Context: an optimization exercise on an open-source flow, tuned for small area, a short achievable clock period and few clock cycles per item. The choices shown serve that exercise and are no tape-out recipe. In this exercise RTL edits were held to simulation tests only and were not proved equivalent to the original. Power figures rest on the tool's default switching activity, not on a simulated workload.

==> flow/design.v, too long to show whole: its modules and the start of the top module <==
// module gnn_mlp_4x4x2: 2329 lines
module gnn_mlp_4x4x2 #(
  parameter int IN_W  = 5,
  parameter int HID_W = 11,
  parameter int OUT_W = 17
) (
  input  logic                    clk,
  input  logic                    rst_n,
  input  logic                    in_ready,
  input  logic signed [IN_W-1:0]  x0,
  input  logic signed [IN_W-1:0]  x1,
  input  logic signed [IN_W-1:0]  x2,
  input  logic signed [IN_W-1:0]  x3,
  input  logic signed [IN_W-1:0]  w04,
  input  logic signed [IN_W-1:0]  w14,
  input  logic signed [IN_W-1:0]  w24,
  input  logic signed [IN_W-1:0]  w34,
  input  logic signed [IN_W-1:0]  w05,
  input  logic signed [IN_W-1:0]  w15,
  input  logic signed [IN_W-1:0]  w25,
  input  logic signed [IN_W-1:0]  w35,
  input  logic signed [IN_W-1:0]  w06,
  input  logic signed [IN_W-1:0]  w16,
  input  logic signed [IN_W-1:0]  w26,
  input  logic signed [IN_W-1:0]  w36,
  input  logic signed [IN_W-1:0]  w07,
  input  logic signed [IN_W-1:0]  w17,
  input  logic signed [IN_W-1:0]  w27,
  input  logic signed [IN_W-1:0]  w37,
  input  logic signed [IN_W-1:0]  w48,
  input  logic signed [IN_W-1:0]  w58,
  input  logic signed [IN_W-1:0]  w68,
  input  logic signed [IN_W-1:0]  w78,
  input  logic signed [IN_W-1:0]  w49,
  input  logic signed [IN_W-1:0]  w59,
  input  logic signed [IN_W-1:0]  w69,
  input  logic signed [IN_W-1:0]  w79,
  output logic signed [OUT_W-1:0] out0,
  output logic signed [OUT_W-1:0] out1,
  output logic                    out0_ready,
  output logic                    out1_ready
);
  // ...
==> flow/flow/run.sh <==
#!/bin/bash
# Standard layout, with these changes:
#  - the full adders the RTL spells out (sum = a ^ b ^ c, carry = majority) are given to
#    synthesis as sky130 full-adder cells, so the adder trees keep the structure written,
#    and Yosys's own full-adder extraction is skipped (ADDER_MAP_FILE empty);
#  - ports are buffered with buf_2 instead of the default delay buffer.
set -euo pipefail
python3 flow/fa_cells.py design.v design_fa.v > fa_cells.log 2>&1
bash standard.sh VERILOG_FILES="$PWD/design_fa.v" ADDER_MAP_FILE= \
  BUFFER_PORTS_ARGS="-buffer_cell sky130_fd_sc_hd__buf_2" finish > standard.log 2>&1
==> flow/flow/fa_cells.py <==
#!/usr/bin/env python3
"""Rewrite full adders (and half adders  wire S = A ^ B;  wire CO = A & B;) written as  wire S = A ^ B ^ C;  wire CO = (A & B) | (A & C) | (B & C);
into sky130 full-adder cell instances, so that synthesis keeps the adder trees as written.
Usage: fa_cells.py IN.v OUT.v"""
import re, sys
src = open(sys.argv[1]).read().split('\n')
out = []
n = 0
i = 0
rs = re.compile(r'^\s*wire\s+(\S+)\s*=\s*(\S+)\s*\^\s*(\S+)\s*\^\s*(\S+)\s*;\s*$')
rhs = re.compile(r'^\s*wire\s+(\S+)\s*=\s*(\S+)\s*\^\s*(\S+)\s*;\s*$')
rhc = re.compile(r'^\s*wire\s+(\S+)\s*=\s*(\S+)\s*&\s*(\S+)\s*;\s*$')
rc = re.compile(r'^\s*wire\s+(\S+)\s*=\s*\((\S+)\s*&\s*(\S+)\)\s*\|\s*\((\S+)\s*&\s*(\S+)\)\s*\|\s*\((\S+)\s*&\s*(\S+)\)\s*;\s*$')
while i < len(src):
    m1 = rs.match(src[i])
    m2 = rc.match(src[i + 1]) if m1 and i + 1 < len(src) else None
    if m1 and m2:
        s, a, b, c = m1.groups()
        co = m2.group(1)
        assert m2.groups()[1:] == (a, b, a, c, b, c), src[i:i+2]
        n += 1
        out.append(f'  wire {s}, {co};')
        out.append(f'  sky130_fd_sc_hd__fa_1 bfa_{n} (.A({a}), .B({b}), .CIN({c}), .SUM({s}), .COUT({co}));')
        i += 2
    elif rhs.match(src[i]) and i + 1 < len(src) and rhc.match(src[i + 1]) \
            and rhs.match(src[i]).groups()[1:] == rhc.match(src[i + 1]).groups()[1:]:
        s, a, b = rhs.match(src[i]).groups()
        co = rhc.match(src[i + 1]).group(1)
        n += 1
        out.append(f'  wire {s}, {co};')
        out.append(f'  sky130_fd_sc_hd__ha_1 bha_{n} (.A({a}), .B({b}), .SUM({s}), .COUT({co}));')
        i += 2
    else:
        out.append(src[i])
        i += 1
open(sys.argv[2], 'w').write('\n'.join(out))
sys.stderr.write(f'{n} adder cells mapped\n')
==> flow/standard.sh <==
#!/bin/bash
# synth_recipe.tcl (not shown) runs the flow's synth.tcl, then flattens the netlist and writes it again
# the make line also repeats each setting of config.mk as NAME=value (left out here)
make -C /OpenROAD-flow-scripts/flow DESIGN_CONFIG=/design/flow/config.mk WORK_HOME=/design/flow/orfs CLKGATE_MAP_FILE= SYNTH_SCRIPT=/design/flow/synth_recipe.tcl "${@:-finish}"
==> flow/config.mk <==
export PLATFORM = sky130hd
export DESIGN_NAME = gnn_mlp_4x4x2
export DESIGN_NICKNAME = gnn_mlp_4x4x2
export VERILOG_FILES = /design/flow/design.v
export SDC_FILE = /design/flow/constraint.sdc
export NUM_CORES = 4
export LEC_CHECK = 0
export CAP_MARGIN = 20
export CORE_MARGIN = 2
export CORE_UTILIZATION = 40
export SLEW_MARGIN = 20
==> flow/constraint.sdc <==
create_clock -name core_clock -period 8.0 [get_ports {clk}]
set_input_delay 1.6000 -clock core_clock [delete_from_list [all_inputs] [get_ports {clk}]]
set_output_delay 1.6000 -clock core_clock [all_outputs]
set_load 0.01 [all_outputs]
==> reports/results.tsv, run 1 <==
stage	metric	value	unit
run_status	status	timing/DRC/antenna clean	
detailed_routing	dr_wl_met2	36390	um
logic_synthesis	synth_edf_count	0	
power	p_comb	9.63	mW
global_routing	track_usage	19.99	%
layout	clkbuf_count	67	
cts	max-clock-path-buffers	3	
setup_path	worst-path-stages	6	
logic_synthesis	synthesis.area	30090	um^2
power	pwr-share-comb	58.7	%
die	fp-row-count	100	
power	p_seq	4.15	mW
timing	fin_skew	29.61	ps
die	io_pins	179	
global_routing	met2_usage	33.43	%
layout	area_delta_synth_final	11.89	%
cts	clkTransAtPathRegs	60	ps
logic_synthesis	synthTopCellsByArea	fa_1, dfxtp_1, nand2_1	
logic_synthesis	ys_ff_latch	481	
layout	num-fill-cells	6804	
timing	worstMarginPinSlew	1289	ps
logic_synthesis	syn_nets	3317	
layout	final_common_cell	fa_1	
layout	mostFrequentLayoutCells	fa_1, nand2_1, dfxtp_1	
cts	htreeDepth	2	
Testbench counts, summed over its fixed seeds: cycles 16,040, items 16,000.
==> run 2: changes to the inputs <==
==> flow/flow/run.sh (replaced) <==
#!/bin/bash
# Standard layout, with these changes:
#  - the full adders the RTL spells out (sum = a ^ b ^ c, carry = majority) are given to
#    synthesis as sky130 full-adder cells, so the adder trees keep the structure written;
#  - ports are buffered with buf_1 instead of the default delay buffer.
set -euo pipefail
python3 flow/fa_cells.py design.v design_fa.v > fa_cells.log 2>&1
bash standard.sh VERILOG_FILES="$PWD/design_fa.v" \
  BUFFER_PORTS_ARGS="-buffer_cell sky130_fd_sc_hd__buf_1" finish > standard.log 2>&1
--- a/flow/config.mk
+++ b/flow/config.mk
@@ -7,5 +7,7 @@
 export LEC_CHECK = 0
 export CAP_MARGIN = 20
 export CORE_MARGIN = 2
-export CORE_UTILIZATION = 40
+export CORE_UTILIZATION = 55
+export CTS_BUF_LIST = sky130_fd_sc_hd__clkbuf_8
+export SETUP_SLACK_MARGIN = 4.9
 export SLEW_MARGIN = 20
==> reports/results.tsv, run 2 <==
stage	metric	value	unit	change
timing	finalMaxSlewViolations	0		
detailed_routing	wl_per_cell	23.06	um	
timing	fin_crit_sh	39.62	%	
timing	clock.fmax	315.5	MHz	
logic_synthesis	synth_most_common_cell	fa_1		
layout	largest_register	win_r2		
detailed_routing	drc	0		
placement	dp_cells	3370		
global_routing	grt_max_degree	21		
global_routing	gr-usage-met1	38.90	%	
cts	max-clock-path-buffers	3		unchanged
setup_path	cpMostUsedCell	fa_2		
layout	largest_reg_flops	80		
detailed_routing	vias	20010		
die	die_area	57690	um^2	
layout	mostFrequentLayoutCells	nand2_1, fa_1, dfxtp_1		
global_routing	top_usage_layer	met2		
cts	cts.sinks	481		
setup_path	cp-start-kind	flop		
global_routing	grt_pass1_wl	129300	um	
power	power_density	465.9	nW/um^2	
logic_synthesis	synth_ff_type	dfxtp_1		
timing	setup_slack	4830	ps	
setup_path	cp_top_family	adder cells		
logic_synthesis	synth-seq-area-share	31.47	%	
setup_path	critPathMaxFanout	5		
layout	reg.largest.list	win_r2 x80, l2t0_r14 x43, l2t1_r15 x43		
global_routing	track_usage	30.65	%	+11 points
global_routing	grt_pass1_vias	22430		
detailed_routing	routed_via_density	5.483		
setup_path	critical_path.endpoint_type	flop		
die	fp-row-count	86		-14%
hold_path	whs_endpoint	v_r13[29]$_DFF_P_		
timing	setup_violations	0		
placement	post-place-ws	4070	ps	
cts	cts_buffers	81		
layout	drive_above_1_share	19.17	%	
logic_synthesis	netlist_top_cells_count	fa_1, nand2_1, dfxtp_1, and2_1, clkbuf_1		
logic_synthesis	syn_nets	3458		+4.3%
setup_path	path_cells	nand2_1 > fa_2 > fa_2 > fa_2 > fa_2 > fa_1		
die	fp.dieW	240.2	um	
die	start_util	55.69	%	
logic_synthesis	synthesis.area	30680	um^2	+2.0%
die	io_pins	179		unchanged
global_routing	met2_usage	49.03	%	+16 points
cts	hold_buffers	0		
layout	nets	3731		
timing	period_needed	3170	ps	
layout	final_cells	3649		
hold_path	min_from	v_r8[29]$_DFF_P_		
setup_path	reg2reg_to	l1t3_r7[6]$_DFF_P_		
timing	grt_setup_unrepaired	yes		
timing	final-hold-violation-count	0		
setup_path	reg2reg_depth	6		
timing	fin_skew	63.26	ps	+33.65 ps
placement	hpwlAfterDp	58460	um	
power	peakVddDrop	0.2714	mV	
cts	htreeDepth	3		+1
setup_path	critical_path.slowest_cell	fa_2		
logic_synthesis	yosys.area.top_type_share	45.15	%	
placement	globalplace.congestion	0.9492		
timing	worstMarginPinSlew	733.6	ps	-555.6 ps
logic_synthesis	synth_cell_types	55		
setup_path	worst-path-buf-inv	0		
logic_synthesis	ys_ff_latch	481		unchanged
logic_synthesis	syn-instance-count	2567		
layout	fin_util	65.42	%	
logic_synthesis	synth_edf_count	0		unchanged
run_status	status	timing/DRC/antenna clean		
global_routing	overflow	0		
placement	port_buffers	178		
setup_path	cpPeakStageDelay	590	ps	
detailed_routing	drt_wl_total	84140	um	
setup_path	cp.required	8560	ps	
detailed_routing	ant_nets	0		
detailed_routing	dr.first_iter.drc_count	1516		
logic_synthesis	synthTopCellsByArea	fa_1, dfxtp_1, nand2_1		
logic_synthesis	yosysTopAreaCell	fa_1		
hold_path	hold_class	reg2reg		
global_routing	gr-usage-met3	6.785	%	
detailed_routing	firstDrtPassIters	5		
logic_synthesis	synthArstFlopShare	1.040	%	
setup_path	worst-path-stages	6		unchanged
die	die_h	240.2	um	
power	total_power	16.79	mW	
setup_path	r2r_start	win_r2[36]$_DFF_P_		
timing	timing.setup.tns	0	ps	
cts	clkTransAtPathRegs	60	ps	about the same
run	cap_violations	0		
cts	cts_tree	built		
setup_path	cp.arrival	3730	ps	
cts	clock_latency	720	ps	
setup_path	critPathKind	reg2reg		
power	p_leak	13.68	nW	
die	fp.coreArea	55090	um^2	
hold_path	hold_depth	0		
setup_path	r2r_setup_slack	4830	ps	
cts	root_buffer	clkbuf_8		
layout	area_delta_synth_final	17.47	%	
logic_synthesis	avgSynthCellArea	11.95	um^2	
global_routing	antenna_found_initial	1		
layout	final_common_cell	nand2_1		
logic_synthesis	yosysWarningCount	1		
timing	slew_headroom	50.99	%	
run 2: cell count changes in the layout (fill, tap and decap cells not counted), moves of 29 or more:
cell / before / now
buf_1: 0 / 178
buf_12: 0 / 29
buf_2: 178 / 1
buf_4: 3 / 73
clkbuf_16: 55 / 1
clkbuf_8: 8 / 98
dfxtp_1: 475 / 358
dfxtp_4: 0 / 96
fa_1: 692 / 547
fa_2: 0 / 145
ha_1: 6 / 56
inv_1: 7 / 122
nand2_1: 611 / 572
run 2: per-layer routing:
metal	vias to the layer above	part of all wire, %
li1	8434	-
met1	10250	37
met2	1048	47
met3	273	9.2
met4	0	6.2
met5	-	0
run 2: per-stage QoR:
step	hold WS, ps	area [um^2]
after global routing	315.3	36040
after floorplan	309.6	30750
after global placement	309.7	31840
after CTS	302.4	35700
final	314.3	36040
after detailed placement	312.1	31840
run 2: what timing repair did:
item / in CTS / in global routing
setup buffers: 122 / 11
hold endpoints to repair: 0 / 0
resized for setup: 347 / 85
pin swaps: 57 / 42
gates cloned: 1 / 1
endpoints found under the setup margin: 117 / 61
run 2: kinds of logic (layout without fill, tap and decap cells):
kind of cell	count (synthesis)	in the layout	share of synthesized area [%]
compound gates	107	107	2.508
flops	481	481	31.47
other cells	0	1	0
buf+inv	231	564	2.838
simple gates	936	936	13.92
xor+xnor	63	63	1.798
fa+ha+maj	748	748	47.43
mux	1	1	0.03670
run 2: cell type report:
cell class | instances | area [um^2]
fillers | 4320 | 19050
multi-input cells | 1855 | 20610
inverters | 104 | 390.4
well taps | 748 | 935.9
repair buffers | 317 | 2291
diodes | 1 | 2.502
flip-flops and latches | 481 | 10040
clock inverters | 45 | 424.2
clock buffers | 98 | 1349
run 2: how the worst max path moves through the flow:
| stage | startpoint | endpoint | slack (ps) |
|---|---|---|---|
| final | win_r2[36]$_DFF_P_ | l1t3_r7[6]$_DFF_P_ | 4830 |
| after global placement | xin_r1[3]$_DFF_P_ | l1t2_r6[6]$_DFF_P_ | 4120 |
| after global routing | xin_r1[10]$_DFF_P_ | l1t3_r7[6]$_DFF_P_ | 4790 |
| after CTS | xin_r1[6]$_DFF_P_ | l1t1_r5[6]$_DFF_P_ | 4850 |
| after detailed placement | xin_r1[3]$_DFF_P_ | l1t3_r7[6]$_DFF_P_ | 4070 |
| after floorplan | v_r13[31]$_DFF_P_ | l2t0_r14[6]$_DFF_P_ | 4900 |
run 2: power by group:
| part | switching [mW] | total (mW) | internal, mW |
|---|---|---|---|
| Clock | 1.04 | 2.36 | 1.32 |
| Sequential | 0.709 | 4.08 | 3.38 |
| Combinational | 5.49 | 10.3 | 4.86 |
run 2: worst register-to-register path, delay by kind of cell, from the launching register on:
family | cells | cell delay, ps
adder cells (fa/ha/maj) | 5 | 2380
AND/OR/NAND/NOR | 1 | 150
flip-flops | 1 | 470
==> run 3: changes to the inputs <==
==> flow/config.mk (replaced) <==
export PLATFORM = sky130hd
export DESIGN_NAME = gnn_mlp_4x4x2
export DESIGN_NICKNAME = gnn_mlp_4x4x2
export VERILOG_FILES = /design/flow/design.v
export SDC_FILE = /design/flow/constraint.sdc
export NUM_CORES = 4
export LEC_CHECK = 0
export ABC_AREA = 1
export CAP_MARGIN = 20
export CORE_MARGIN = 2
export CORE_UTILIZATION = 40
export CTS_CLUSTER_DIAMETER = 100
export CTS_CLUSTER_SIZE = 25
export SETUP_SLACK_MARGIN = 4.9
export SLEW_MARGIN = 20
==> reports/results.tsv, run 3 <==
stage	metric	value	unit	change
setup_path	critical_path.endpoint_type	flop		
global_routing	gr-usage-met3	4.316	%	-2.5 points
cts	max-clock-path-buffers	3		unchanged
setup_path	critical_path.slowest_cell	fa_2		
setup_path	reg2reg_to	l1t2_r6[6]$_DFF_P_		
placement	post-place-ws	4186	ps	+116.0 ps
cts	clkTransAtPathRegs	90	ps	+30 ps
setup_path	crit_path_start	xin_r1[5]$_DFF_P_		
setup_path	r2r_setup_slack	4870	ps	+40 ps
layout	nets	4242		+14%
timing	setup_slack	4869	ps	+38.83 ps
logic_synthesis	synthTopCellsByArea	fa_1, dfxtp_1, nand2_1		
layout	area_delta_synth_final	15.04	%	
cts	htreeDepth	1		-2
layout	largest_register	win_r2		
layout	stdcell_area	36630	um^2	+1.6%
setup_path	path_cells	buf_6 > nand2_1 > fa_2 > fa_2 > fa_1 > fa_2 > fa_1		
setup_path	r2r_start	xin_r1[5]$_DFF_P_		
power	total_power	16.89	mW	+0.59%
die	io_pins	179		unchanged
layout	mostFrequentLayoutCells	nand2_1, fa_1, inv_1		
die	start_util	40.37	%	-15 points
run	cap_violations	0		unchanged
timing	worstMarginPinSlew	412.2	ps	-321.5 ps
global_routing	grt_max_degree	26		+24%
global_routing	overflow	0		unchanged
detailed_routing	ant_nets	0		unchanged
layout	drive_above_1_share	13.51	%	-5.7 points
detailed_routing	firstDrtPassIters	5		unchanged
run_status	status	timing/DRC/antenna clean		
setup_path	cpMostUsedCell	fa_2		
global_routing	gr-usage-met1	27.01	%	-12 points
hold_path	min_from	v_r8[31]$_DFF_P_		
timing	fin_skew	19.64	ps	-43.62 ps
setup_path	cp-start-kind	flop		
placement	globalplace.congestion	0.8911		-6.1%
detailed_routing	wl_per_cell	19.45	um	-16%
timing	whs	320.1	ps	+5.741 ps
cts	root_buffer	clkbuf_16		
global_routing	grt_pass1_wl	129200	um	about the same
layout	num-fill-cells	7380		+71%
logic_synthesis	synth_most_common_cell	nand2_1		
setup_path	worst-path-stages	7		+1
setup_path	cpPeakStageDelay	590	ps	about the same
cts	cts_buffers	28		-65%
cts	cts_tree	built		
power	p_leak	16.00	nW	+17%
timing	setup_violations	0		unchanged
timing	finalMaxSlewViolations	0		unchanged
global_routing	antenna_found_initial	1		unchanged
die	fp.coreArea	78870	um^2	+43%
setup_path	critPathKind	reg2reg		
cts	cts.sinks	481		unchanged
timing	fin_crit_sh	39.14	%	-0.49 points
hold_path	hold_class	reg2reg		
logic_synthesis	avgSynthCellArea	10.18	um^2	-15%
placement	hpwlAfterDp	62430	um	+6.8%
layout	largest_reg_flops	80		unchanged
logic_synthesis	yosys.area.top_type_share	43.50	%	-1.6 points
detailed_routing	drc	0		unchanged
timing	clock.fmax	319.4	MHz	+1.2%
layout	antennaDiodeCount	0		-1
cts	clock_latency	630	ps	-90 ps
logic_synthesis	synth_edf_count	0		unchanged
global_routing	grt_pass1_vias	22540		+0.49%
timing	timing.setup.tns	0	ps	unchanged
logic_synthesis	ys_ff_latch	481		unchanged
die	fp-row-count	103		+20%
placement	dpl_cell_area	33430	um^2	+5.0%
placement	port_buffers	178		unchanged
detailed_routing	routed_via_density	4.751		-13%
timing	grt_setup_unrepaired	yes		
cts	hold_buffers	0		unchanged
power	peakVddDrop	0.2508	mV	-7.6%
global_routing	met2_usage	35.33	%	-14 points
die	die_area	81880	um^2	+42%
logic_synthesis	synth-seq-area-share	30.32	%	-1.1 points
logic_synthesis	synth_ff_type	dfxtp_1		
logic_synthesis	synthesis.area	31840	um^2	+3.8%
setup_path	cp-endpoint	l1t2_r6[6]$_DFF_P_		
setup_path	cp.arrival	3640	ps	-90 ps
setup_path	critPathMaxFanout	8		+3
detailed_routing	vias	20990		+4.9%
detailed_routing	dr.first_iter.drc_count	1610		+6.2%
logic_synthesis	yosysTopAreaCell	fa_1		
detailed_routing	drt_wl_total	85890	um	+2.1%
timing	slew_headroom	72.32	%	+21 points
setup_path	cp.required	8510	ps	-50 ps
setup_path	reg2reg_depth	7		+1
logic_synthesis	netlist_top_cells_count	nand2_1, fa_1, inv_1, dfxtp_1, clkbuf_1		
die	fp.dieW	286.2	um	+19%
setup_path	worst-path-buf-inv	1		+1
timing	period_needed	3131	ps	-38.83 ps
layout	multiInputGateArea	20220	um^2	-1.9%
logic_synthesis	synthArstFlopShare	1.040	%	unchanged
logic_synthesis	yosysWarningCount	1		unchanged
setup_path	cp_top_family	adder cells		
layout	reg.largest.list	win_r2 x80, l2t0_r14 x43, l2t1_r15 x43		
logic_synthesis	syn-instance-count	3127		+22%
logic_synthesis	syn_nets	4018		+16%
power	power_density	461.1	nW/um^2	-1.0%
layout	regArea	10040	um^2	about the same
global_routing	top_usage_layer	met2		
die	die_h	286.2	um	+19%
logic_synthesis	synth_cell_types	32		-42%
timing	final-hold-violation-count	0		unchanged
global_routing	track_usage	20.95	%	-9.7 points
layout	final_common_cell	nand2_1		
## run 3: cell count changes in the layout (fill, tap and decap cells not counted), sizes merged, moves of 12 or more
cell / change
clkbuf: -62
xnor2: -22
and2: -219
nor4: -12
o21ai: +13
nand2: +460
inv: +370
nand3: +52
a22oi: -25
nor3: -13
nor2b: -15
a21oi: +16
## run 3: routing by layer
metal  wire [um]  vias up
met5           0        -
met4        3106        0
met3        7389      174
met2       41370      955
met1       34030    10360
li1            -     9496
## run 3: worst min path at each step
stage | endpoint | slack [ps] | cells after the start
3_5_place_dp | v_r8[26]$_DFF_P_ | 310 | 0
6_report | v_r13[31]$_DFF_P_ | 320 | 0
4_1_cts | v_r13[1]$_DFF_P_ | 330 | 0
3_3_place_gp | v_r8[5]$_DFF_P_ | 310 | 0
5_1_grt | v_r13[0]$_DFF_P_ | 330 | 0
2_1_floorplan | v_r13[0]$_DFF_P_ | 310 | 0
## run 3: layout make-up
type	instances	area share (%)
clock buffer	32	2.066
clock inverter	14	0.5362
inverter	492	5.041
multi-input combinational	2037	55.18
sequential	481	27.42
tap	1050	3.586
timing repair buffer	311	6.168
## run 3: repair_timing
action | CTS | global route
buffers inserted | 84 | 40
hold endpoints to repair | 0 | 0
gates cloned | 0 | 3
pin swaps | 19 | 53
resized for setup | 257 | 131
setup endpoints to repair | 120 | 52
## run 3: stage by stage
step           util, %  instances
4_1_cts          45.45       4374
2_1_floorplan        -       3127
5_1_grt          46.45       4417
3_3_place_gp     42.38       4244
6_report         46.45       4417
3_5_place_dp     42.38       4244
## run 3: where the power goes
group          internal, mW  leakage [nW]  switching [mW]
logic                  4.78          11.4            6.49
registers              3.36          4.11           0.616
clock network         0.746         0.466           0.899
## run 3: cells by family (layout without fill, tap and decap cells)
logic type,after synthesis,after routing,synth area share [%]
fa+ha+maj,748,748,45.71
flops,481,481,30.32
compound gates,74,74,1.403
simple gates,1180,1180,14.42
xor+xnor,35,35,0.9627
buf+inv,609,849,7.191
==> run 4: changes to the inputs <==
--- a/flow/config.mk
+++ b/flow/config.mk
@@ -5,11 +5,10 @@
 export SDC_FILE = /design/flow/constraint.sdc
 export NUM_CORES = 4
 export LEC_CHECK = 0
-export ABC_AREA = 1
 export CAP_MARGIN = 20
 export CORE_MARGIN = 2
 export CORE_UTILIZATION = 40
 export CTS_CLUSTER_DIAMETER = 100
 export CTS_CLUSTER_SIZE = 25
-export SETUP_SLACK_MARGIN = 4.9
+export SETUP_SLACK_MARGIN = 4.7
 export SLEW_MARGIN = 20
==> reports/results.tsv, run 4 <==
stage	metric	value	unit	change
detailed_routing	firstDrtPassIters	5		unchanged
setup_path	critical_path.endpoint_type	flop		
setup_path	cpPeakStageDelay	550	ps	-40 ps
cts	htreeDepth	1		unchanged
global_routing	gr-usage-met1	26.07	%	-0.94 points
timing	fin_skew	38.94	ps	+19.30 ps
setup_path	crit_path_start	xin_r1[3]$_DFF_P_		
global_routing	grt_pass1_vias	21220		-5.9%
placement	dp_cells	3655		-14%
setup_path	reg2reg_depth	7		unchanged
setup_path	path_cells	buf_6 > nand2_1 > fa_1 > fa_1 > fa_1 > fa_1 > fa_1		
power	peakVddDrop	0.2276	mV	-9.2%
layout	largest_register	win_r2		
global_routing	met2_usage	34.24	%	-1.1 points
detailed_routing	drc	0		unchanged
timing	slew_headroom	58.01	%	-14 points
global_routing	gr-usage-met3	3.741	%	-0.58 points
hold_path	whs_endpoint	v_r13[9]$_DFF_P_		
cts	clkTransAtPathRegs	100	ps	about the same
setup_path	r2r_setup_slack	4710	ps	-160 ps
setup_path	cp.arrival	3840	ps	+200 ps
logic_synthesis	synthArstFlopShare	1.040	%	unchanged
placement	hpwlAfterDp	61050	um	-2.2%
setup_path	cp.required	8540	ps	+30 ps
setup_path	worst-path-buf-inv	1		unchanged
detailed_routing	dr.first_iter.drc_count	1124		-30%
detailed_routing	routed_via_density	5.020		+5.7%
logic_synthesis	syn_nets	3458		-14%
layout	reg.largest.list	win_r2 x80, l2t0_r14 x43, l2t1_r15 x43		
global_routing	overflow	0		unchanged
layout	area_delta_synth_final	9.706	%	
cts	cts_tree	built		
logic_synthesis	synthesis.area	30680	um^2	-3.6%
global_routing	track_usage	20.11	%	-0.84 points
setup_path	cp-start-kind	flop		
layout	num-fill-cells	7043		-4.6%
setup_path	reg2reg_to	l1t1_r5[15]$_DFF_P_		
placement	port_buffers	178		unchanged
run_status	status	timing/DRC/antenna clean		
placement	post-place-ws	4053	ps	-133.3 ps
setup_path	critPathMaxFanout	10		+2
power	p_seq_share	26.3	%	+2.7 points
timing	finalMaxSlewViolations	0		unchanged
setup_path	cpMostUsedCell	fa_1		
layout	fin_util	44.32	%	-2.1 points
timing	setup_violations	0		unchanged
timing	timing.setup.tns	0	ps	unchanged
cts	root_buffer	clkbuf_16		
logic_synthesis	synth_ff_type	dfxtp_1		
hold_path	hold_depth	0		unchanged
run	cap_violations	0		unchanged
logic_synthesis	syn-instance-count	2567		-18%
logic_synthesis	yosysTopAreaCell	fa_1		
setup_path	cp_top_family	adder cells		
logic_synthesis	synth-seq-area-share	31.47	%	+1.1 points
global_routing	grt_pass1_wl	120200	um	-7.0%
power	p_switching	6.916	mW	-14%
layout	largest_reg_flops	80		unchanged
die	fp.coreArea	75950	um^2	-3.7%
layout	drive_above_1_share	6.580	%	-6.9 points
layout	final_cells	3721		-16%
cts	max-clock-path-buffers	3		unchanged
logic_synthesis	yosysWarningCount	1		unchanged
global_routing	top_usage_layer	met2		
power	pwr-share-comb	63.1	%	-3.6 points
cts	cts_buffers	29		+3.6%
logic_synthesis	netlist_top_cells_count	fa_1, nand2_1, dfxtp_1, and2_1, clkbuf_1		
logic_synthesis	synthTopCellsByArea	fa_1, dfxtp_1, nand2_1		
logic_synthesis	synth_edf_count	0		unchanged
timing	period_needed	3293	ps	+162.1 ps
global_routing	grt_max_degree	27		+3.8%
timing	clock.fmax	303.7	MHz	-4.9%
global_routing	antenna_found_initial	2		+1
placement	globalplace.congestion	0.8838		-0.82%
hold_path	min_from	v_r8[9]$_DFF_P_		
die	die_h	281.0	um	-1.8%
layout	nets	3565		-16%
die	io_pins	179		unchanged
die	die_area	78940	um^2	-3.6%
power	power_density	460.7	nW/um^2	about the same
power	p_leak	12.47	nW	-22%
hold_path	hold_class	reg2reg		
cts	clock_latency	660	ps	+30 ps
detailed_routing	ant_nets	0		unchanged
power	sw_frac_of_total	44.60	%	-2.8 points
detailed_routing	vias	18680		-11%
logic_synthesis	synth_most_common_cell	fa_1		
timing	final-hold-violation-count	0		unchanged
setup_path	r2r_start	xin_r1[3]$_DFF_P_		
cts	hold_buffers	0		unchanged
timing	setup_slack	4707	ps	-162.1 ps
timing	grt_setup_unrepaired	yes		
timing	whs	327.5	ps	+7.394 ps
die	fp-row-count	101		-1.9%
detailed_routing	drt_wl_total	78440	um	-8.7%
die	start_util	40.40	%	about the same
layout	mostFrequentLayoutCells	fa_1, nand2_1, dfxtp_1		
logic_synthesis	yosys.area.top_type_share	45.15	%	+1.6 points
setup_path	critPathKind	reg2reg		
logic_synthesis	synth_cell_types	55		+72%
logic_synthesis	avgSynthCellArea	11.95	um^2	+17%
setup_path	critical_path.slowest_cell	fa_1		
die	fp.dieW	281.0	um	-1.8%
cts	cts.sinks	481		unchanged
layout	final_common_cell	fa_1		
power	p_int	8.590	mW	-3.4%
timing	worstMarginPinSlew	628.6	ps	+216.4 ps
timing	fin_crit_sh	41.16	%	+2.0 points
logic_synthesis	ys_ff_latch	481		unchanged
detailed_routing	wl_per_cell	21.08	um	+8.4%
power	p_clk_share	10.6	%	+0.9 points
## run 4: cell count changes after synthesis, sizes merged, moves of 22 or more
cell   change
nand3     -52
xnor2     +22
inv      -387
and2     +219
a22oi     +25
nand2    -460
## run 4: power by group through the flow
stage | Combinational, mW | Sequential [mW] | Clock, mW
3_3_place_gp | 9.73 | 4.10 | 0
5_1_grt | 11.3 | 4.15 | 1.81
4_1_cts | 10.0 | 4.07 | 1.72
2_1_floorplan | 7.45 | 3.69 | 0
6_report | 9.79 | 4.08 | 1.64
3_5_place_dp | 9.97 | 4.11 | 0
## run 4: how the worst max path moves through the flow
stage,to,slack [ps],cells past startpoint
finish,l1t1_r5[15]$_DFF_P_,4710,7
global route,l1t1_r5[15]$_DFF_P_,4630,7
CTS,l1t2_r6[6]$_DFF_P_,4670,7
detailed placement,l1t2_r6[6]$_DFF_P_,4050,6
global placement,l1t3_r7[6]$_DFF_P_,4150,6
floorplan,l2t0_r14[6]$_DFF_P_,4800,7
## run 4: final cells by class
type	instances	area, um^2	share of cell area [%]
tap	1030	1289	3.829
clock buffer	33	740.7	2.201
timing repair buffer	203	985.9	2.929
clock inverter	14	225.2	0.6691
sequential	481	9864	29.31
inverter	104	390.4	1.160
antenna	1	2.502	0.007434
multi-input combinational	1855	20160	59.90
## run 4: cell families (layout without fill, tap and decap cells)
logic type | Yosys count | after routing | synth area share [%]
flops | 481 | 481 | 31.47
mux | 1 | 1 | 0.03670
buf+inv | 231 | 354 | 2.838
simple gates | 936 | 936 | 13.92
compound gates | 107 | 107 | 2.508
xor+xnor | 63 | 63 | 1.798
other cells | 0 | 1 | 0
fa+ha+maj | 748 | 748 | 47.43
## run 4: layer usage
layer	up-vias	share of wire [%]
li1	8043	-
met1	9650	39
met2	847	49
met3	140	8.0
met4	0	3.4
met5	-	0
## run 4: worst reg2reg max path, cell delays in order (launching register included)
cell	delay, ps
dfxtp_4	480
buf_6	230
nand2_1	100
fa_1	450
fa_1	530
fa_1	450
fa_1	550
fa_1	410
## run 4: through the flow
stage               power, mW  cell area [um^2]
floorplan               11.14             30680
global placement        13.82             32210
detailed placement      14.08             32210
CTS                     15.80             33350
global route            17.27             33660
finish                  15.51             33660
## run 4: repair_timing
action,CTS,global route
endpoints found under the setup margin,91,33
gates resized for setup,100,45
buffers inserted,2,16
==> run 5: changes to the inputs <==
--- a/flow/config.mk
+++ b/flow/config.mk
@@ -10,5 +10,5 @@
 export CORE_UTILIZATION = 40
 export CTS_CLUSTER_DIAMETER = 100
 export CTS_CLUSTER_SIZE = 25
-export SETUP_SLACK_MARGIN = 4.7
+export SETUP_SLACK_MARGIN = 5.0
 export SLEW_MARGIN = 20
==> reports/results.tsv, run 5 <==
stage	metric	value	unit	change
logic_synthesis	synth-seq-area-share	31.47	%	unchanged
setup_path	cp-start-kind	flop		
detailed_routing	routed_via_density	5.079		+1.2%
logic_synthesis	synthTopCellsByArea	fa_1, dfxtp_1, nand2_1		
power	p_leak	13.19	nW	+5.8%
power	peakVddDrop	0.2911	mV	+28%
logic_synthesis	netlist_top_cells_count	fa_1, nand2_1, dfxtp_1, and2_1, clkbuf_1		
logic_synthesis	synth_most_common_cell	fa_1		
layout	largest_reg_flops	80		unchanged
layout	mostFrequentLayoutCells	nand2_1, fa_1, dfxtp_1		
logic_synthesis	yosys.area.top_type_share	45.15	%	unchanged
global_routing	grt_max_degree	27		unchanged
cts	cts_buffers	26		-10%
logic_synthesis	syn_nets	3458		unchanged
global_routing	grt_pass1_wl	127200	um	+5.8%
layout	reg.largest.list	win_r2 x80, l2t0_r14 x43, l2t1_r15 x43		
timing	period_needed	3160	ps	-133.0 ps
placement	port_buffers	178		unchanged
cts	clock_latency	640	ps	-20 ps
layout	drive_above_1_share	22.93	%	+16 points
timing	worstMarginPinSlew	705.2	ps	+76.64 ps
die	fp-row-count	101		unchanged
setup_path	critical_path.endpoint_type	flop		
timing	fin_skew	34.59	ps	-4.348 ps
placement	globalplace.congestion	0.8766		-0.81%
global_routing	overflow	0		unchanged
logic_synthesis	avgSynthCellArea	11.95	um^2	unchanged
logic_synthesis	synth_ff_type	dfxtp_1		
die	fp.coreArea	75950	um^2	unchanged
setup_path	critPathKind	reg2reg		
die	die_h	281.0	um	unchanged
layout	area_delta_synth_final	17.32	%	
timing	timing.setup.tns	0	ps	unchanged
layout	nets	3684		+3.3%
die	die_area	78940	um^2	unchanged
die	io_pins	179		unchanged
detailed_routing	wl_per_cell	22.33	um	+5.9%
detailed_routing	firstDrtPassIters	6		+1
setup_path	cp.arrival	3670	ps	-170 ps
placement	hpwlAfterDp	60680	um	-0.61%
logic_synthesis	yosysWarningCount	1		unchanged
timing	setup_slack	4840	ps	+133.0 ps
detailed_routing	drt_wl_total	85700	um	+9.3%
run_status	status	timing/DRC/antenna clean		
timing	setup_violations	0		unchanged
detailed_routing	vias	19490		+4.3%
logic_synthesis	ys_ff_latch	481		unchanged
layout	largest_register	win_r2		
setup_path	critPathMaxFanout	6		-4
logic_synthesis	syn-instance-count	2567		unchanged
timing	finalMaxSlewViolations	0		unchanged
detailed_routing	ant_nets	0		unchanged
detailed_routing	dr.first_iter.drc_count	1502		+34%
global_routing	track_usage	21.62	%	+1.5 points
logic_synthesis	yosysTopAreaCell	fa_1		
timing	slew_headroom	52.89	%	-5.1 points
cts	htreeDepth	1		unchanged
logic_synthesis	synth_cell_types	55		unchanged
layout	final_common_cell	nand2_1		
setup_path	cp.required	8510	ps	-30 ps
layout	num-fill-cells	6905		-2.0%
logic_synthesis	synthArstFlopShare	1.040	%	unchanged
cts	hold_buffers	0		unchanged
cts	root_buffer	clkbuf_16		
global_routing	antenna_found_initial	2		unchanged
timing	grt_setup_unrepaired	yes		
run	cap_violations	0		unchanged
timing	final-hold-violation-count	0		unchanged
die	fp.dieW	281.0	um	unchanged
placement	post-place-ws	4154	ps	+101.2 ps
cts	clkTransAtPathRegs	100	ps	about the same
power	power_density	455.6	nW/um^2	-1.1%
die	start_util	40.40	%	unchanged
logic_synthesis	synth_edf_count	0		unchanged
layout	antennaDiodeCount	0		-1
cts	cts.sinks	481		unchanged
global_routing	grt_pass1_vias	21840		+2.9%
timing	clock.fmax	316.4	MHz	+4.2%
logic_synthesis	synthesis.area	30680	um^2	unchanged
cts	cts_tree	built		
detailed_routing	drc	0		unchanged
hold_path	hold_class	reg2reg		
cts	max-clock-path-buffers	3		unchanged
timing	fin_crit_sh	39.50	%	-1.7 points
==> run 5: cell counts after synthesis <==
Identical to the previous run, type by type.
==> run 5: final cells by class <==
| type | instances | area, um^2 | share of cell area [%] |
|---|---|---|---|
| multi-input combinational | 1855 | 21070 | 58.52 |
| sequential | 481 | 10070 | 27.98 |
| timing repair buffer | 325 | 2344 | 6.510 |
| tap | 1030 | 1289 | 3.580 |
| clock buffer | 28 | 658.1 | 1.828 |
| inverter | 104 | 390.4 | 1.084 |
| clock inverter | 15 | 178.9 | 0.4970 |
==> run 5: kinds of logic (layout without fill, tap and decap cells) <==
| logic type | after synthesis | count (layout) | share of synthesized area (%) |
|---|---|---|---|
| XOR/XNOR | 63 | 63 | 1.798 |
| AND/OR/NAND/NOR | 936 | 936 | 13.92 |
| multiplexers | 1 | 1 | 0.03670 |
| AO/OA/AOI/OAI | 107 | 107 | 2.508 |
| flip-flops | 481 | 481 | 31.47 |
| buffers and inverters | 231 | 472 | 2.838 |
| adder cells (fa/ha/maj) | 748 | 748 | 47.43 |
==> run 5: report_power, final <==
part	switching, mW	internal (mW)
logic	5.72	5.14
clock network	0.842	0.653
registers	0.677	3.37
total	7.24	9.16
==> run 5: layer usage <==
layer	share of wire, %	track usage, %	vias to the layer above
met5	0	0	-
met4	5.3	10.15	0
met3	8.4	4.714	244
met2	48	36.01	972
met1	38	26.81	9989
li1	-	-	8287
==> run 5: through the flow <==
stage | utilization (%) | total power, mW | hold slack [ps] | cell area, um^2 | std cells
2_1_floorplan | - | 11.20 | 309.6 | 31000 | 2567
3_3_place_gp | 42.42 | 13.85 | 310.7 | 32220 | 3649
3_5_place_dp | 42.42 | 14.11 | 312.1 | 32220 | 3649
4_1_cts | 45.86 | 16.05 | 328.5 | 34830 | 3776
5_1_grt | 47.40 | 18.18 | 333.1 | 36000 | 3838
6_report | 47.40 | 16.40 | 328.7 | 36000 | 3838
==> run 5: path summary, 6_finish.rpt <==
path                            depth (start not counted)                   end  slack, ps                 start
worst max-delay path                                    7  l2t0_r14[15]$_DFF_P_       4840  h1_r10[3]$_SDFF_PN0_
worst min-delay path                                    0     v_r13[11]$_DFF_P_        330      v_r8[11]$_DFF_P_
worst max register to register                          7  l2t0_r14[15]$_DFF_P_       4840  h1_r10[3]$_SDFF_PN0_
worst min register to register                          0     v_r13[11]$_DFF_P_        330      v_r8[11]$_DFF_P_
max in group asynchronous                               1      vld[4]$_DFF_PN0_       6990                 rst_n
min in group asynchronous                               1      vld[3]$_DFF_PN0_        790                 rst_n
==> run 5: repair_timing <==
| item | 4_1_cts | 5_1_grt |
|---|---|---|
| setup endpoints to repair | 131 | 81 |
| pin swaps | 63 | 121 |
| buffers inserted | 84 | 61 |
| gates resized for setup | 365 | 246 |
| gates cloned | 0 | 1 |
==> run 5: worst max-delay path: stages (launching register included) <==
cell	delay, ps
dfxtp_4	440
buf_8	150
nand2_1	80
fa_2	570
fa_2	440
fa_2	380
fa_2	550
fa_2	420
==> run 6: changes to the inputs <==
--- a/flow/config.mk
+++ b/flow/config.mk
@@ -10,5 +10,5 @@
 export CORE_UTILIZATION = 40
 export CTS_CLUSTER_DIAMETER = 100
 export CTS_CLUSTER_SIZE = 25
-export SETUP_SLACK_MARGIN = 5.0
+export SETUP_SLACK_MARGIN = 4.6
 export SLEW_MARGIN = 20
==> reports/results.tsv, run 6 <==
stage	metric	value	unit	change
timing	final-hold-violation-count	0		unchanged
timing	period_needed	3381	ps	+220.8 ps
die	fp.dieW	281.0	um	unchanged
logic_synthesis	avgSynthCellArea	11.95	um^2	unchanged
setup_path	crit_path_start	h3_r12[6]$_SDFF_PN0_		
logic_synthesis	yosys.area.top_type_share	45.15	%	unchanged
die	die_area	78940	um^2	unchanged
detailed_routing	drt_wl_total	76500	um	-11%
die	fp-row-count	101		unchanged
cts	hold_buffers	0		unchanged
layout	largest_reg_flops	80		unchanged
detailed_routing	ant_nets	0		unchanged
layout	regArea	9787	um^2	-2.8%
timing	finalMaxSlewViolations	0		unchanged
timing	fin_skew	40.09	ps	+5.494 ps
hold_path	hold_depth	0		unchanged
layout	multiInputGateArea	20160	um^2	-4.3%
cts	htreeDepth	1		unchanged
logic_synthesis	yosysTopAreaCell	fa_1		
logic_synthesis	synth-seq-area-share	31.47	%	unchanged
cts	max-clock-path-buffers	3		unchanged
layout	antennaDiodeCount	0		unchanged
die	io_pins	179		unchanged
setup_path	reg2reg_to	l2t1_r15[18]$_DFF_P_		
global_routing	antenna_found_initial	2		unchanged
cts	cts_buffers	29		+12%
timing	timing.setup.tns	0	ps	unchanged
placement	dpl_cell_area	32210	um^2	about the same
setup_path	r2r_start	h3_r12[6]$_SDFF_PN0_		
power	peakVddDrop	0.2276	mV	-22%
setup_path	r2r_setup_slack	4620	ps	-220 ps
detailed_routing	routed_via_density	5.022		-1.1%
detailed_routing	firstDrtPassIters	7		+1
logic_synthesis	ys_ff_latch	481		unchanged
setup_path	critical_path.endpoint_type	flop		
logic_synthesis	synth_most_common_cell	fa_1		
setup_path	cp-start-kind	flop		
power	p_leak	12.33	nW	-6.5%
layout	drive_above_1_share	5.202	%	-18 points
logic_synthesis	synth_ff_type	dfxtp_1		
logic_synthesis	synthTopCellsByArea	fa_1, dfxtp_1, nand2_1		
hold_path	hold_class	reg2reg		
die	start_util	40.40	%	unchanged
detailed_routing	vias	18590		-4.6%
timing	fin_crit_sh	42.26	%	+2.8 points
layout	final_common_cell	fa_1		
global_routing	grt_pass1_vias	21220		-2.9%
hold_path	whs_endpoint	v_r13[11]$_DFF_P_		
layout	nets	3547		-3.7%
layout	reg.largest.list	win_r2 x80, l2t0_r14 x43, l2t1_r15 x43		
logic_synthesis	synth_edf_count	0		unchanged
setup_path	critPathMaxFanout	10		+4
logic_synthesis	netlist_top_cells_count	fa_1, nand2_1, dfxtp_1, and2_1, clkbuf_1		
layout	final_cells	3702		-3.5%
detailed_routing	dr.first_iter.drc_count	1103		-27%
placement	globalplace.congestion	0.8838		+0.82%
timing	worstMarginPinSlew	628.9	ps	-76.31 ps
power	power_density	464.2	nW/um^2	+1.9%
run	cap_violations	0		unchanged
die	die_h	281.0	um	unchanged
die	fp.coreArea	75950	um^2	unchanged
logic_synthesis	syn_nets	3458		unchanged
detailed_routing	wl_per_cell	20.67	um	-7.5%
cts	cts_setup_buffers	0		-100%
setup_path	cp.required	8500	ps	about the same
global_routing	overflow	0		unchanged
run_status	status	timing/DRC/antenna clean		
setup_path	cp.arrival	3880	ps	+210 ps
logic_synthesis	synth_cell_types	55		unchanged
cts	cts_tree	built		
placement	port_buffers	178		unchanged
hold_path	min_from	v_r8[11]$_DFF_P_		
timing	setup_violations	0		unchanged
global_routing	grt_max_degree	27		unchanged
logic_synthesis	yosysWarningCount	1		unchanged
setup_path	critPathKind	reg2reg		
cts	root_buffer	clkbuf_16		
layout	area_delta_synth_final	8.576	%	
setup_path	reg2reg_depth	6		-1
layout	largest_register	win_r2		
logic_synthesis	synthArstFlopShare	1.040	%	unchanged
timing	whs	328.0	ps	-0.6580 ps
detailed_routing	drc	0		unchanged
placement	dp_cells	3655		+0.16%
logic_synthesis	synthesis.area	30680	um^2	unchanged
layout	stdcell_area	33310	um^2	-7.5%
cts	clock_latency	650	ps	about the same
timing	clock.fmax	295.8	MHz	-6.5%
logic_synthesis	syn-instance-count	2567		unchanged
global_routing	track_usage	20.04	%	-1.6 points
timing	grt_setup_unrepaired	yes		
placement	hpwlAfterDp	61050	um	+0.61%
layout	num-fill-cells	7076		+2.5%
global_routing	grt_pass1_wl	119900	um	-5.7%
timing	slew_headroom	57.98	%	+5.1 points
cts	cts.sinks	481		unchanged
layout	mostFrequentLayoutCells	fa_1, nand2_1, dfxtp_1		
cts	clkTransAtPathRegs	90	ps	about the same
-- run 6: report_power, final --
group          internal, mW  total, mW  switching, mW
registers              3.35       4.07          0.729
logic                  4.50       9.75           5.25
clock network         0.719       1.64          0.922
total                  8.56       15.5           6.90
-- run 6: kinds of logic after synthesis --
family / after synthesis / share of synthesized area, %
flip-flops: 481 / 31.47
AND/OR/NAND/NOR: 936 / 13.92
multiplexers: 1 / 0.03670
AO/OA/AOI/OAI: 107 / 2.508
adder cells (fa/ha/maj): 748 / 47.43
XOR/XNOR: 63 / 1.798
buffers and inverters: 231 / 2.838
-- run 6: layout make-up --
cell class / instances / share of cell area [%]
well taps: 1030 / 3.869
inverters: 104 / 1.172
multi-input cells: 1855 / 60.51
repair buffers: 185 / 2.175
flip-flops and latches: 481 / 29.38
clock inverters: 14 / 0.6761
clock buffers: 33 / 2.223
-- run 6: what timing repair did --
action	CTS	global route
resized for setup	50	44
cloned	0	0
setup endpoints to repair	71	33
-- run 6: metal layers --
metal	vias to the layer above	track usage, %	part of all wire [%]
li1	8008	-	-
met1	9618	26.02	40
met2	830	34.12	49
met3	134	3.758	8.1
met4	0	5.855	3.0
met5	-	0	0
-- run 6: how the worst max path moves through the flow --
stage | to | cells after the start | slack [ps]
floorplan | l2t0_r14[6]$_DFF_P_ | 7 | 4800
global placement | l1t3_r7[6]$_DFF_P_ | 6 | 4150
detailed placement | l1t2_r6[6]$_DFF_P_ | 6 | 4050
CTS | l1t2_r6[6]$_DFF_P_ | 6 | 4600
global route | l2t1_r15[18]$_DFF_P_ | 6 | 4580
finish | l2t1_r15[18]$_DFF_P_ | 6 | 4620
-- run 6: critical path, stage by stage (launching register included) --
cell and delay (ps):
dfxtp_1 720, nand2_1 170, fa_1 460, fa_1 470, fa_1 460, fa_1 530
fa_1 430
-- run 6: through the flow --
stage	setup WS, ps	power, mW	utilization [%]
2_1_floorplan	4798	11.14	-
3_3_place_gp	4150	13.82	42.41
3_5_place_dp	4053	14.08	42.41
4_1_cts	4595	15.78	43.78
5_1_grt	4583	17.24	43.86
6_report	4619	15.46	43.86
==> run 7: changes to the inputs <==
--- a/flow/config.mk
+++ b/flow/config.mk
@@ -10,5 +10,5 @@
 export CORE_UTILIZATION = 40
 export CTS_CLUSTER_DIAMETER = 100
 export CTS_CLUSTER_SIZE = 25
-export SETUP_SLACK_MARGIN = 4.6
+export SETUP_SLACK_MARGIN = 4.9
 export SLEW_MARGIN = 20
==> reports/results.tsv, run 7 <==
stage	metric	value	unit	change
layout	num-fill-cells	6932		-2.0%
power	peakVddDrop	0.2956	mV	+30%
timing	fin_crit_sh	39.56	%	-2.7 points
detailed_routing	drt_wl_total	85570	um	+12%
global_routing	grt_max_degree	27		unchanged
setup_path	cp.required	8530	ps	+30 ps
layout	area_delta_synth_final	16.18	%	
die	die_h	281.0	um	unchanged
power	p_clk_share	10.2	%	-0.4 points
logic_synthesis	yosysWarningCount	1		unchanged
die	fp.coreArea	75950	um^2	unchanged
setup_path	r2r_start	xin_r1[2]$_DFF_P_		
detailed_routing	drc	0		unchanged
detailed_routing	firstDrtPassIters	5		-2
global_routing	grt_pass1_vias	21680		+2.2%
logic_synthesis	netlist_top_cells_count	fa_1, nand2_1, dfxtp_1, and2_1, clkbuf_1		
power	pwr-share-comb	64.8	%	+1.8 points
setup_path	cpMostUsedCell	fa_1		
global_routing	grt_pass1_wl	129200	um	+7.7%
hold_path	hold_depth	0		unchanged
layout	antennaDiodeCount	0		unchanged
timing	timing.setup.tns	0	ps	unchanged
run	cap_violations	0		unchanged
setup_path	critPathMaxFanout	6		-4
setup_path	r2r_setup_slack	4840	ps	+220 ps
cts	max-clock-path-buffers	3		unchanged
hold_path	hold_class	reg2reg		
die	start_util	40.40	%	unchanged
layout	drive_above_1_share	18.27	%	+13 points
layout	nets	3666		+3.4%
logic_synthesis	synth-seq-area-share	31.47	%	unchanged
hold_path	whs_endpoint	v_r8[22]$_DFF_P_		
timing	grt_setup_unrepaired	yes		
power	p_int	8.997	mW	+5.1%
die	io_pins	179		unchanged
logic_synthesis	synthesis.area	30680	um^2	unchanged
cts	clkTransAtPathRegs	100	ps	about the same
logic_synthesis	synthTopCellsByArea	fa_1, dfxtp_1, nand2_1		
cts	cts_tree	built		
detailed_routing	routed_via_density	5.057		+0.71%
timing	whs	328.8	ps	+0.7350 ps
layout	final_common_cell	nand2_1		
timing	fin_skew	48.95	ps	+8.861 ps
power	sw_frac_of_total	44.16	%	-0.48 points
cts	root_buffer	clkbuf_16		
setup_path	reg2reg_depth	7		+1
setup_path	cpPeakStageDelay	580	ps	-140 ps
detailed_routing	wl_per_cell	22.40	um	+8.4%
setup_path	critPathKind	reg2reg		
setup_path	path_cells	buf_12 > nand2_2 > fa_2 > fa_1 > fa_1 > fa_1 > fa_1		
power	power_density	452.0	nW/um^2	-2.6%
cts	cts_buffers	28		-3.4%
logic_synthesis	synthArstFlopShare	1.040	%	unchanged
cts	cts.sinks	481		unchanged
global_routing	track_usage	22.12	%	+2.1 points
layout	largest_reg_flops	80		unchanged
logic_synthesis	synth_ff_type	dfxtp_1		
logic_synthesis	yosysTopAreaCell	fa_1		
logic_synthesis	syn_nets	3458		unchanged
placement	hpwlAfterDp	61440	um	+0.63%
layout	largest_register	win_r2		
run_status	status	timing/DRC/antenna clean		
logic_synthesis	ys_ff_latch	481		unchanged
timing	clock.fmax	316.0	MHz	+6.8%
placement	port_buffers	178		unchanged
placement	globalplace.congestion	0.8660		-2.0%
die	die_area	78940	um^2	unchanged
layout	fin_util	46.93	%	+3.1 points
die	fp.dieW	281.0	um	unchanged
setup_path	cp.arrival	3700	ps	-180 ps
power	p_seq_share	25.0	%	-1.3 points
logic_synthesis	synth_cell_types	55		unchanged
detailed_routing	dr.first_iter.drc_count	1423		+29%
detailed_routing	ant_nets	0		unchanged
die	fp-row-count	101		unchanged
detailed_routing	vias	19320		+3.9%
layout	reg.largest.list	win_r2 x80, l2t0_r14 x43, l2t1_r15 x43		
logic_synthesis	syn-instance-count	2567		unchanged
timing	worstMarginPinSlew	699.7	ps	+70.83 ps
logic_synthesis	yosys.area.top_type_share	45.15	%	unchanged
timing	period_needed	3165	ps	-216.4 ps
global_routing	antenna_found_initial	1		-1
logic_synthesis	synth_edf_count	0		unchanged
logic_synthesis	avgSynthCellArea	11.95	um^2	unchanged
setup_path	critical_path.slowest_cell	fa_1		
cts	hold_buffers	0		unchanged
timing	final-hold-violation-count	0		unchanged
timing	setup_violations	0		unchanged
hold_path	min_from	v_r3[22]$_DFF_P_		
cts	htreeDepth	1		unchanged
power	p_leak	13.18	nW	+6.9%
setup_path	cp-start-kind	flop		
timing	slew_headroom	53.25	%	-4.7 points
cts	clock_latency	650	ps	about the same
timing	finalMaxSlewViolations	0		unchanged
setup_path	reg2reg_to	l1t1_r5[6]$_DFF_P_		
layout	mostFrequentLayoutCells	nand2_1, fa_1, dfxtp_1		
global_routing	overflow	0		unchanged
logic_synthesis	synth_most_common_cell	fa_1		
setup_path	critical_path.endpoint_type	flop		
power	p_switching	7.115	mW	+3.1%
-- run 7: area by class of cell --
type / count / area (um^2) / area share, %
Tap cell: 1030 / 1289 / 3.615
Clock buffer: 33 / 739.5 / 2.074
Multi-Input combinational cell: 1855 / 20700 / 58.07
Timing Repair Buffer: 305 / 2243 / 6.294
Clock inverter: 13 / 215.2 / 0.6037
Sequential cell: 481 / 10070 / 28.25
Inverter: 104 / 390.4 / 1.095
-- run 7: cell families (layout without fill, tap and decap cells) --
group,count (synthesis),count (layout),share of synthesized area (%)
compound gates,107,107,2.508
simple gates,936,936,13.92
mux,1,1,0.03670
fa+ha+maj,748,748,47.43
flops,481,481,31.47
buf+inv,231,455,2.838
xor+xnor,63,63,1.798
-- run 7: metrics by stage --
stage          cell area (um^2)  setup WS, ps  instances  total power, mW
3_3_place_gp              32200          4096       3653            13.88
2_1_floorplan             30750          4897       2567            11.15
6_report                  35650          4835       3821            16.11
4_1_cts                   35040          4833       3799            16.20
5_1_grt                   35650          4773       3821            17.93
3_5_place_dp              32200          4075       3653            14.14
-- run 7: worst max-delay path: cells and delay by family (launching register included) --
kind          cells  cell delay, ps
buf+inv           1             140
flops             1             390
fa+ha+maj         5            2450
simple gates      1              70
-- run 7: worst max-delay path by stage --
stage / start / endpoint / slack, ps / cells after the start
after global placement: xin_r1[0]$_DFF_P_ / l1t3_r7[6]$_DFF_P_ / 4100 / 6
after floorplan: v_r13[31]$_DFF_P_ / l2t0_r14[6]$_DFF_P_ / 4900 / 7
after CTS: xin_r1[6]$_DFF_P_ / l1t0_r4[6]$_DFF_P_ / 4830 / 7
final: xin_r1[2]$_DFF_P_ / l1t1_r5[6]$_DFF_P_ / 4840 / 7
after global routing: v_r13[27]$_DFF_P_ / l2t1_r15[36]$_DFF_P_ / 4770 / 7
after detailed placement: xin_r1[3]$_DFF_P_ / l1t1_r5[6]$_DFF_P_ / 4070 / 6
-- run 7: power groups by stage --
stage               logic (mW)  clock network (mW)  registers [mW]
floorplan                 7.46                   0            3.69
global placement          9.78                   0            4.10
detailed placement        10.0                   0            4.12
CTS                       10.5                1.71            4.02
global route              12.0                1.80            4.10
finish                    10.4                1.64            4.03
-- run 7: metal layers --
metal,vias to the layer above,part of all wire [%],wire [um],GRT usage (%)
met4,0,4.7,4041,9.201
met5,-,0,0,0
met3,224,7.2,6192,3.566
met2,860,50,42490,38.06
li1,8268,-,-,-
met1,9972,38,32850,27.68
-- run 7: repair_timing --
item | in CTS | in global routing
gates cloned | 4 | 0
pin swaps | 57 | 48
setup buffers | 96 | 22
gates resized for setup | 333 | 159
endpoints found under the setup margin | 117 | 49
==> run 8: changes to the inputs <==
--- a/flow/config.mk
+++ b/flow/config.mk
@@ -10,5 +10,5 @@
 export CORE_UTILIZATION = 40
 export CTS_CLUSTER_DIAMETER = 100
 export CTS_CLUSTER_SIZE = 25
-export SETUP_SLACK_MARGIN = 4.9
+export SETUP_SLACK_MARGIN = 4.8
 export SLEW_MARGIN = 20
==> reports/results.tsv, run 8 <==
stage	metric	value	unit	change
die	io_pins	179		unchanged
logic_synthesis	netlist_top_cells_count	fa_1, nand2_1, dfxtp_1, and2_1, clkbuf_1		
cts	cts_tree	built		
layout	nets	3601		-1.8%
run	cap_violations	0		unchanged
logic_synthesis	synth_most_common_cell	fa_1		
power	peakVddDrop	0.2117	mV	-28%
logic_synthesis	yosys.area.top_type_share	45.15	%	unchanged
logic_synthesis	synth-seq-area-share	31.47	%	unchanged
power	p_seq_share	25.9	%	+0.9 points
timing	final-hold-violation-count	0		unchanged
layout	reg.largest.list	win_r2 x80, l2t0_r14 x43, l2t1_r15 x43		
logic_synthesis	synth_mux_area_share	0.03670	%	unchanged
logic_synthesis	syn-instance-count	2567		unchanged
logic_synthesis	synth_edf_count	0		unchanged
logic_synthesis	yosysTopAreaCell	fa_1		
logic_synthesis	avgSynthCellArea	11.95	um^2	unchanged
cts	root_buffer	clkbuf_16		
layout	final_common_cell	fa_1		
global_routing	grt_pass1_wl	124500	um	-3.6%
timing	worstMarginPinSlew	651.0	ps	-48.74 ps
global_routing	grt_pass1_vias	21420		-1.2%
power	pwr-share-comb	63.4	%	-1.4 points
logic_synthesis	ys_ff_latch	481		unchanged
placement	port_buffers	178		unchanged
logic_synthesis	synthXorXnorAreaFrac	1.798	%	unchanged
setup_path	cp.arrival	3690	ps	about the same
layout	area_delta_synth_final	12.36	%	
logic_synthesis	synth_top_family_by_area	adder cells		
logic_synthesis	yosysWarningCount	1		unchanged
timing	finalMaxSlewViolations	0		unchanged
cts	clkTransAtPathRegs	100	ps	about the same
detailed_routing	routed_via_density	5.071		+0.27%
timing	setup_slack	4812	ps	-23.44 ps
die	die_area	78940	um^2	unchanged
cts	max-clock-path-buffers	3		unchanged
detailed_routing	ant_nets	0		unchanged
cts	htreeDepth	1		unchanged
global_routing	antenna_found_initial	4		+3
layout	largest_register	win_r2		
detailed_routing	vias	19050		-1.4%
timing	slew_headroom	56.51	%	+3.3 points
cts	hold_buffers	0		unchanged
layout	largest_reg_flops	80		unchanged
power	power_density	455.0	nW/um^2	+0.66%
global_routing	track_usage	20.95	%	-1.2 points
setup_path	r2r_setup_slack	4810	ps	-20 ps
timing	period_needed	3188	ps	+23.44 ps
die	fp.coreArea	75950	um^2	unchanged
hold_path	hold_class	reg2reg		
setup_path	cp.required	8510	ps	-20 ps
cts	clock_latency	650	ps	about the same
detailed_routing	drt_wl_total	81040	um	-5.3%
setup_path	critPathMaxFanout	10		+4
logic_synthesis	yosys.area_share.simple	13.92	%	unchanged
detailed_routing	firstDrtPassIters	7		+2
placement	hpwlAfterDp	60720	um	-1.2%
setup_path	cp-start-kind	flop		
power	p_leak	12.76	nW	-3.1%
power	p_clk_share	10.7	%	+0.5 points
logic_synthesis	synthArstFlopShare	1.040	%	unchanged
timing	fin_crit_sh	39.85	%	+0.29 points
die	start_util	40.40	%	unchanged
power	sw_frac_of_total	44.43	%	+0.27 points
die	fp-row-count	101		unchanged
timing	setup_violations	0		unchanged
detailed_routing	wl_per_cell	21.57	um	-3.7%
detailed_routing	dr.first_iter.drc_count	1419		-0.28%
die	fp.dieW	281.0	um	unchanged
global_routing	grt_max_degree	27		unchanged
detailed_routing	drc	0		unchanged
timing	clock.fmax	313.7	MHz	-0.74%
layout	mostFrequentLayoutCells	fa_1, nand2_1, dfxtp_1		
logic_synthesis	synth-compound-area-share	2.508	%	unchanged
global_routing	overflow	0		unchanged
layout	drive_above_1_share	10.12	%	-8.1 points
timing	grt_setup_unrepaired	yes		
die	die_h	281.0	um	unchanged
logic_synthesis	synth_ff_type	dfxtp_1		
placement	post-place-ws	4095	ps	+20.56 ps
logic_synthesis	synth_cell_types	55		unchanged
power	p_int	8.716	mW	-3.1%
timing	fin_skew	49.20	ps	+0.2505 ps
setup_path	critPathKind	reg2reg		
run_status	status	timing/DRC/antenna clean		
setup_path	critical_path.endpoint_type	flop		
logic_synthesis	syn_nets	3458		unchanged
logic_synthesis	synthTopCellsByArea	fa_1, dfxtp_1, nand2_1		
timing	timing.setup.tns	0	ps	unchanged
logic_synthesis	synthAdderAreaFrac	47.43	%	unchanged
power	p_switching	6.969	mW	-2.1%
placement	globalplace.congestion	0.8831		+2.0%
cts	cts.sinks	481		unchanged
logic_synthesis	synthesis.area	30680	um^2	unchanged
cts	cts_buffers	29		+3.6%
[run 8: cell types whose count changed in the layout (fill, tap and decap cells not counted), moves of 7 or more]
cell / delta
buf_12: -11
buf_4: -44
buf_8: -7
dfxtp_1: +15
dfxtp_2: +13
dfxtp_4: -28
fa_1: +133
fa_2: -133
nand2_1: +18
nand2_2: -12
[run 8: cells by family (layout without fill, tap and decap cells)]
logic type      after synthesis  after routing
buf+inv                     231            390
flops                       481            481
other cells                   0              1
compound gates              107            107
mux                           1              1
fa+ha+maj                   748            748
xor+xnor                     63             63
simple gates                936            936
[run 8: what timing repair did]
item | in CTS | in global routing
setup endpoints to repair | 102 | 40
gates cloned | 2 | 3
buffers inserted | 30 | 17
resized for setup | 161 | 102
pin swaps | 1 | 11
[run 8: worst max-delay path: stages (launching register included)]
cell	delay, ps
dfxtp_4	470
nand2_1	120
fa_1	570
fa_2	460
fa_1	420
fa_1	580
fa_1	410
[run 8: power groups by stage]
stage,Sequential [mW],Combinational (mW),Clock [mW]
2_1_floorplan,3.69,7.45,0
3_3_place_gp,4.10,9.76,0
3_5_place_dp,4.11,10.0,0
4_1_cts,4.06,10.1,1.75
5_1_grt,4.14,11.5,1.83
6_report,4.06,9.95,1.67
[run 8: per-stage QoR]
stage                     std cells  power [mW]  hold slack, ps  area [um^2]  util, %
after floorplan                2567       11.14           309.6        30680        -
after global placement         3657       13.85           311.6        32230    42.43
after detailed placement       3657       14.11           312.1        32230    42.43
after CTS                      3736       15.91           321.0        33940    44.68
after global routing           3756       17.49           323.3        34470    45.39
final                          3757       15.68           319.9        34470    45.39
[run 8: worst paths after layout]
kind / cells past startpoint / end / startpoint
worst min-delay path: 0 / v_r13[17]$_DFF_P_ / v_r8[17]$_DFF_P_
min in group asynchronous: 1 / vld[0]$_DFF_PN0_ / rst_n
worst max register to register: 6 / l2t0_r14[6]$_DFF_P_ / h2_r11[1]$_SDFF_PN0_
max in group asynchronous: 1 / vld[2]$_DFF_PN0_ / rst_n
worst min register to register: 0 / v_r13[17]$_DFF_P_ / v_r8[17]$_DFF_P_
worst max-delay path: 6 / l2t0_r14[6]$_DFF_P_ / h2_r11[1]$_SDFF_PN0_
[run 8: cell type report]
class | instances | area (um^2)
fillers | 6970 | 41470
multi-input cells | 1855 | 20280
well taps | 1030 | 1289
inverters | 104 | 390.4
clock buffers | 30 | 729.5
flip-flops and latches | 481 | 9980
repair buffers | 239 | 1553
diodes | 1 | 2.502
clock inverters | 17 | 252.7
[run 8: routing by layer]
metal	share of wire, %	GRT usage (%)	vias up	routed length, um
met1	39	27.62	9827	31980
met2	49	35.42	896	39440
met4	4.4	7.171	2	3577
li1	-	-	8127	-
met5	0.015	0	-	12
met3	7.4	3.018	200	6025

==> port drivers added, routing unchanged <==
Ports are ideal in the flow. The routed layouts listed here were re-timed in OpenROAD.
Step 1 assumes that a clkbuf_16 drives the clock port and a buf_2 every other input.
Step 2 also shifts input and output timing later by t, the mid clock arrival at the registers, as if the neighbouring blocks saw the same clock.
a / b / c = ideal ports / drivers / drivers and shift; a / b = the first two.
| run | t (ns) | setup slack, ns | clock arrival spread, ns | cell pins on the clock port's net |
|---|---|---|---|---|
| run 1 | 0.690 | 4.070 / 4.070 / 4.070 | 0.033 / 0.033 | 1 |
| run 2 | 0.749 | 4.830 / 4.830 / 4.830 | 0.065 / 0.064 | 1 |
| run 3 | 0.677 | 4.869 / 4.869 / 4.869 | 0.024 / 0.024 | 1 |
| run 4 | 0.696 | 4.707 / 4.707 / 4.707 | 0.043 / 0.043 | 1 |
| run 5 | 0.682 | 4.840 / 4.840 / 4.840 | 0.041 / 0.041 | 1 |
| run 6 | 0.693 | 4.619 / 4.619 / 4.619 | 0.044 / 0.043 | 1 |
| run 7 | 0.690 | 4.835 / 4.835 / 4.835 | 0.050 / 0.050 | 1 |
| run 8 | 0.689 | 4.812 / 4.812 / 4.812 | 0.050 / 0.051 | 1 |
After both steps setup and hold are still met in every run listed.
